From an optimization exercise on the open Yosys and OpenROAD flow, aimed at small area; shortcuts taken in it are not production practice.
RTL that was checked went through simulation tests only; none was proved equivalent to the original.
Power figures rest on the tool's default switching activity, not on a simulated workload.

==> module crypt3_sha1, before the edit <==
module crypt3_sha1 (
  input  wire                ck_gclkcx_crypt,
  input  wire                cx_reset3,
  input  wire                ival_e1,
  input  wire                sha1c_e1,
  input  wire                sha1p_e1,
  input  wire                sha1m_e1,
  input  crypt3_pkg::quad_t  qn_e1,
  input  crypt3_pkg::quad_t  qm_e1,
  input  wire                ival_e2,
  input  crypt3_pkg::quad_t  qd_e2,
  output crypt3_pkg::quad_t  crypt3_out_e6,
  output logic               crypt3_active
);
  crypt3_pkg::sha1_op_e op0;
  crypt3_pkg::word_t    e0, w0, w1_q, w2_q, w3_q;
  crypt3_issue_ctrl u_issue (
    .ck_gclkcx_crypt (ck_gclkcx_crypt),
    .cx_reset3       (cx_reset3),
    .ival_e1         (ival_e1),
    .sha1c_e1        (sha1c_e1),
    .sha1p_e1        (sha1p_e1),
    .sha1m_e1        (sha1m_e1),
    .e_e1            (qn_e1[31:0]),
    .qm_e1           (qm_e1),
    .ival_e2         (ival_e2),
    .s_op            (op0),
    .s_e             (e0),
    .s_w0            (w0),
    .w1_q            (w1_q),
    .w2_q            (w2_q),
    .w3_q            (w3_q)
  );
  crypt3_pkg::word_t a, b, c, d;
  assign a = qd_e2[127:96];
  assign b = qd_e2[95:64];
  assign c = qd_e2[63:32];
  assign d = qd_e2[31:0];
  crypt3_pkg::word_t f0, t0_n, t0_s1, t0_c1, t0_s2, t0_c2;
  sha1_round u_f0 (.op(op0), .x(b), .y(c), .z(d), .f(f0));
  sha1_csa u_t0a (.a({a[26:0], a[31:27]}), .b(e0), .c(w0), .s(t0_s1), .cy(t0_c1));
  sha1_csa u_t0b (.a(t0_s1), .b(t0_c1), .c(f0), .s(t0_s2), .cy(t0_c2));
  assign t0_n = t0_s2 + t0_c2;
  logic                 v1;
  crypt3_pkg::sha1_op_e op1;
  crypt3_pkg::word_t    t0_1, a_1, b_1, c_1, d_1;
  always_ff @(posedge ck_gclkcx_crypt or posedge cx_reset3) begin
    if (cx_reset3) v1 <= 1'b0;
    else           v1 <= ival_e2;
  end
  always_ff @(posedge ck_gclkcx_crypt) begin
    op1  <= op0;
    t0_1 <= t0_n;
    a_1  <= a;
    b_1  <= b;
    c_1  <= c;
    d_1  <= d;
  end
  crypt3_pkg::word_t f1, f2, t1_n, y2_n, z3_n, t1_s1, t1_c1, t1_s, t1_c, y2_s, y2_c;
  sha1_round u_f1 (.op(op1), .x(a_1), .y({b_1[1:0], b_1[31:2]}), .z(c_1), .f(f1));
  sha1_round u_f2 (.op(op1), .x(t0_1), .y({a_1[1:0], a_1[31:2]}), .z({b_1[1:0], b_1[31:2]}), .f(f2));
  sha1_csa u_t1a (.a(f1), .b(d_1), .c(w1_q), .s(t1_s1), .cy(t1_c1));
  sha1_csa u_t1b (.a({t0_1[26:0], t0_1[31:27]}), .b(t1_s1), .c(t1_c1), .s(t1_s), .cy(t1_c));
  sha1_round_stage u_t1 (.a(t1_s), .b(t1_c), .s(t1_n));
  sha1_csa u_y2c (.a(f2), .b(c_1), .c(w2_q), .s(y2_s), .cy(y2_c));
  sha1_round_stage u_y2 (.a(y2_s), .b(y2_c), .s(y2_n));
  logic [3:0] z3_co;
  sha1_add_blk u_z3 (.a({b_1[1:0], b_1[31:2]}), .b(w3_q), .ci(4'd0), .s(z3_n), .co(z3_co));
  logic                 v2;
  crypt3_pkg::sha1_op_e op2;
  crypt3_pkg::word_t    t0_2, t1_2, y2_2, a_2, z3_2;
  logic [2:0]           z3k_2;
  always_ff @(posedge ck_gclkcx_crypt or posedge cx_reset3) begin
    if (cx_reset3) v2 <= 1'b0;
    else           v2 <= v1;
  end
  always_ff @(posedge ck_gclkcx_crypt) begin
    op2  <= op1;
    t0_2 <= t0_1;
    t1_2 <= t1_n;
    y2_2 <= y2_n;
    a_2  <= a_1;
    z3_2 <= z3_n;
    z3k_2 <= z3_co[2:0];
  end
  crypt3_pkg::word_t f3, t2_n, y3_n;
  sha1_round u_f3 (.op(op2), .x(t1_2), .y({t0_2[1:0], t0_2[31:2]}), .z({a_2[1:0], a_2[31:2]}), .f(f3));
  sha1_round_stage u_t2 (.a({t1_2[26:0], t1_2[31:27]}), .b(y2_2), .s(t2_n));
  logic [3:0] y3_co;
  sha1_add_blk u_y3 (.a(f3), .b(z3_2), .ci({z3k_2, 1'b0}), .s(y3_n), .co(y3_co));
  logic              v3, empty3;
  crypt3_pkg::word_t t0_3, t1_3, t2_3, y3_3;
  logic [2:0]        y3k_3;
  always_ff @(posedge ck_gclkcx_crypt or posedge cx_reset3) begin
    if (cx_reset3) v3 <= 1'b0;
    else           v3 <= v2;
  end
  always_ff @(posedge ck_gclkcx_crypt) begin
    empty3 <= (op2 == crypt3_pkg::op_none);
    t0_3   <= t0_2;
    t1_3   <= t1_2;
    t2_3   <= t2_n;
    y3_3   <= y3_n;
    y3k_3  <= y3_co[2:0];
  end
  crypt3_pkg::word_t t3_n, t3_s, t3_c;
  sha1_csa u_t3c (.a({t2_3[26:0], t2_3[31:27]}), .b(y3_3), .c({7'd0, y3k_3[2], 7'd0, y3k_3[1], 7'd0, y3k_3[0], 8'd0}), .s(t3_s), .cy(t3_c));
  sha1_round_stage u_t3 (.a(t3_s), .b(t3_c), .s(t3_n));
  logic              load3, hold3;
  crypt3_pkg::quad_t res3;
  assign load3 = v3 & ~empty3;
  assign hold3 = ~v3;
  assign res3  = {t3_n, t2_3, t1_3[1:0], t1_3[31:2], t0_3[1:0], t0_3[31:2]};
  always_ff @(posedge ck_gclkcx_crypt) begin
    crypt3_out_e6 <= ({128{load3}} & res3) | ({128{hold3}} & crypt3_out_e6);
  end
  assign crypt3_active = ival_e1 | ival_e2 | v1 | v2 | v3;
endmodule
clock: 5.5 ns
lec_check: 0
cap_margin: 20
core_margin: 2
core_utilization: 40
gpl_timing_driven: 0
place_density: 0.6
slew_margin: 20
standard.sh (not shown) runs the stock make flow with config.mk's settings and CLKGATE_MAP_FILE= SYNTH_SCRIPT=/design/flow/synth_recipe.tcl, a recipe that flattens the netlist after the stock synthesis.
==> flow/flow/run.sh <==
#!/bin/bash
# The standard layout (standard.sh) with area-only changes:
#  - the standard synthesis runs unchanged; flow/polarity.py then removes the
#    inverters that Yosys' full-adder extraction leaves (exact rewrites, see the
#    script), and flow/equiv.ys proves the result equal to the standard
#    netlist at every port and flip-flop; if that proof fails the standard
#    netlist is used as it is
#  - port buffers are the smallest buffer (buf_1) instead of the resizer's pick
#  - the clock tree has no dummy loads and clusters more sinks per leaf buffer
# Each tool's output goes to its own log here: standard_synth.log,
# polarity.log, equiv.log, standard.log (and ORFS's own logs under orfs/logs).
set -u
export BUFFER_PORTS_ARGS="-buffer_cell sky130_fd_sc_hd__buf_1"
export CTS_ARGS="-sink_clustering_enable -repair_clock_nets -dont_use_dummy_load -sink_clustering_size 25 -sink_clustering_max_diameter 120"

R=orfs/results/$FLOW_PLATFORM/crypt3_sha1/base
LIB=$FLOW_HOME/platforms/$FLOW_PLATFORM/lib/sky130_fd_sc_hd__tt_025C_1v80.lib

bash standard.sh synth > standard_synth.log 2>&1 || exit 1

mkdir -p pol
cp $R/1_2_yosys.v pol/standard.v
if python3 flow/polarity.py "$LIB" pol/standard.v pol/clean.v > polarity.log 2>&1; then
  cp "$LIB" pol/lib.lib
  sed "s/^module $FLOW_TOP(/module gold(/" pol/standard.v > pol/gold.v
  sed "s/^module $FLOW_TOP(/module gate(/" pol/clean.v > pol/gate.v
  if (cd pol && yosys -q -l ../equiv.log ../flow/equiv.ys) > equiv_stdout.log 2>&1; then
    echo "using the cleaned netlist" >> polarity.log
    cp pol/clean.v $R/1_2_yosys.v
    rm -f $R/1_synth.odb $R/1_synth.sdc
  else
    echo "equivalence not proven, using the standard netlist" >> polarity.log
  fi
  rm -f pol/lib.lib
fi

bash standard.sh > standard.log 2>&1
Other scripts of this flow, unchanged in this note and not shown: flow/flow/equiv.ys, flow/flow/polarity.py
==> next run, changes <==
--- a/flow/design.v
+++ b/flow/design.v
@@ -149,6 +149,34 @@
     assign c[i+1] = (a[i] & b[i]) | (a[i] & cin) | (b[i] & cin);
   end
   assign co = {c[32], c[24], c[16], c[8]};
+endmodule
+`default_nettype wire
+`default_nettype none
+module sha1_add_fast (
+  input  crypt3_pkg::word_t a,
+  input  crypt3_pkg::word_t b,
+  output crypt3_pkg::word_t s
+);
+  crypt3_pkg::word_t p, g, gg, pp, gn, pn;
+  assign p = a ^ b;
+  assign g = a & b;
+  always_comb begin
+    gg = g;
+    pp = p;
+    for (int l = 1; l < 32; l = l * 2) begin
+      gn = gg;
+      pn = pp;
+      for (int k = 0; k < 32; k++) begin
+        if ((k / l) % 2 == 1) begin
+          gn[k] = gg[k] | (pp[k] & gg[(k / l) * l - 1]);
+          pn[k] = pp[k] & pp[(k / l) * l - 1];
+        end
+      end
+      gg = gn;
+      pp = pn;
+    end
+  end
+  assign s = p ^ {gg[30:0], 1'b0};
 endmodule
 `default_nettype wire
 `timescale 1ns/1ps
@@ -195,7 +223,7 @@
   sha1_round u_f0 (.op(op0), .x(b), .y(c), .z(d), .f(f0));
   sha1_csa u_t0a (.a({a[26:0], a[31:27]}), .b(e0), .c(w0), .s(t0_s1), .cy(t0_c1));
   sha1_csa u_t0b (.a(t0_s1), .b(t0_c1), .c(f0), .s(t0_s2), .cy(t0_c2));
-  assign t0_n = t0_s2 + t0_c2;
+  sha1_add_fast u_t0 (.a(t0_s2), .b(t0_c2), .s(t0_n));
   logic                 v1;
   crypt3_pkg::sha1_op_e op1;
   crypt3_pkg::word_t    t0_1, a_1, b_1, c_1, d_1;
@@ -218,12 +246,14 @@
   sha1_csa u_t1b (.a({t0_1[26:0], t0_1[31:27]}), .b(t1_s1), .c(t1_c1), .s(t1_s), .cy(t1_c));
   sha1_round_stage u_t1 (.a(t1_s), .b(t1_c), .s(t1_n));
   sha1_csa u_y2c (.a(f2), .b(c_1), .c(w2_q), .s(y2_s), .cy(y2_c));
-  sha1_round_stage u_y2 (.a(y2_s), .b(y2_c), .s(y2_n));
+  logic [3:0] y2_co;
+  sha1_add_blk u_y2 (.a(y2_s), .b(y2_c), .ci(4'd0), .s(y2_n), .co(y2_co));
   logic [3:0] z3_co;
   sha1_add_blk u_z3 (.a({b_1[1:0], b_1[31:2]}), .b(w3_q), .ci(4'd0), .s(z3_n), .co(z3_co));
   logic                 v2;
   crypt3_pkg::sha1_op_e op2;
   crypt3_pkg::word_t    t0_2, t1_2, y2_2, a_2, z3_2;
+  logic [2:0]           y2k_2;
   logic [2:0]           z3k_2;
   always_ff @(posedge ck_gclkcx_crypt or posedge cx_reset3) begin
     if (cx_reset3) v2 <= 1'b0;
@@ -234,13 +264,16 @@
     t0_2 <= t0_1;
     t1_2 <= t1_n;
     y2_2 <= y2_n;
+    y2k_2 <= y2_co[2:0];
     a_2  <= a_1;
     z3_2 <= z3_n;
     z3k_2 <= z3_co[2:0];
   end
   crypt3_pkg::word_t f3, t2_n, y3_n;
   sha1_round u_f3 (.op(op2), .x(t1_2), .y({t0_2[1:0], t0_2[31:2]}), .z({a_2[1:0], a_2[31:2]}), .f(f3));
-  sha1_round_stage u_t2 (.a({t1_2[26:0], t1_2[31:27]}), .b(y2_2), .s(t2_n));
+  crypt3_pkg::word_t t2_s, t2_c;
+  sha1_csa u_t2c (.a({t1_2[26:0], t1_2[31:27]}), .b(y2_2), .c({7'd0, y2k_2[2], 7'd0, y2k_2[1], 7'd0, y2k_2[0], 8'd0}), .s(t2_s), .cy(t2_c));
+  sha1_round_stage u_t2 (.a(t2_s), .b(t2_c), .s(t2_n));
   logic [3:0] y3_co;
   sha1_add_blk u_y3 (.a(f3), .b(z3_2), .ci({z3k_2, 1'b0}), .s(y3_n), .co(y3_co));
   logic              v3, empty3;
The changed run completed and failed the layout checks on setup timing.
Power rose by 4.0%.
Sequential share of layout area fell by 1.1 points.
Via count rose by 2.0%.
Maximum frequency fell by 6.0%.
Cell area rose by 3.6%.
Sequential power hardly moves.
Routed wire length stays flat.
Worst setup slack degrades by 0.34 ns.
Hold slack improves by 0.011 ns.
Utilization rose by 0.11 points.
For the second run of this note, only the layout was checked, not whether the RTL still works.

## what the ideal ports hide
In the flow no input, the clock included, has a driving cell. The finished layouts below were timed again as built, in two steps. Step 1 sets driving cells, clkbuf_16 on the clock port and buf_2 on the other inputs (assumed; they add their load-dependent delay and slew). Step 2 also shifts input and output timing later by t, the mid clock arrival at the registers, as if the neighbouring blocks saw the same clock. a / b / c = ideal ports / drivers / drivers and shift; a / b = the first two.
run	t (ns)	slack for setup (ns)	hold WS [ns]	worst register clock-pin slew, ns	pins driven straight from the clock port
the first run	0.644	0.116 / 0.116 / -0.425	0.377 / 0.337 / 0.377	0.11 / 0.11	1
the second run	0.650	-0.226 / -0.226 / -0.382	0.388 / 0.341 / 0.395	0.10 / 0.10	1
With both steps, setup timing fails in the first run, where it was met with ideal ports. The setup slack of the first run, which loses most, moves by 0.000 ns with the drivers and by -0.541 ns with both steps.
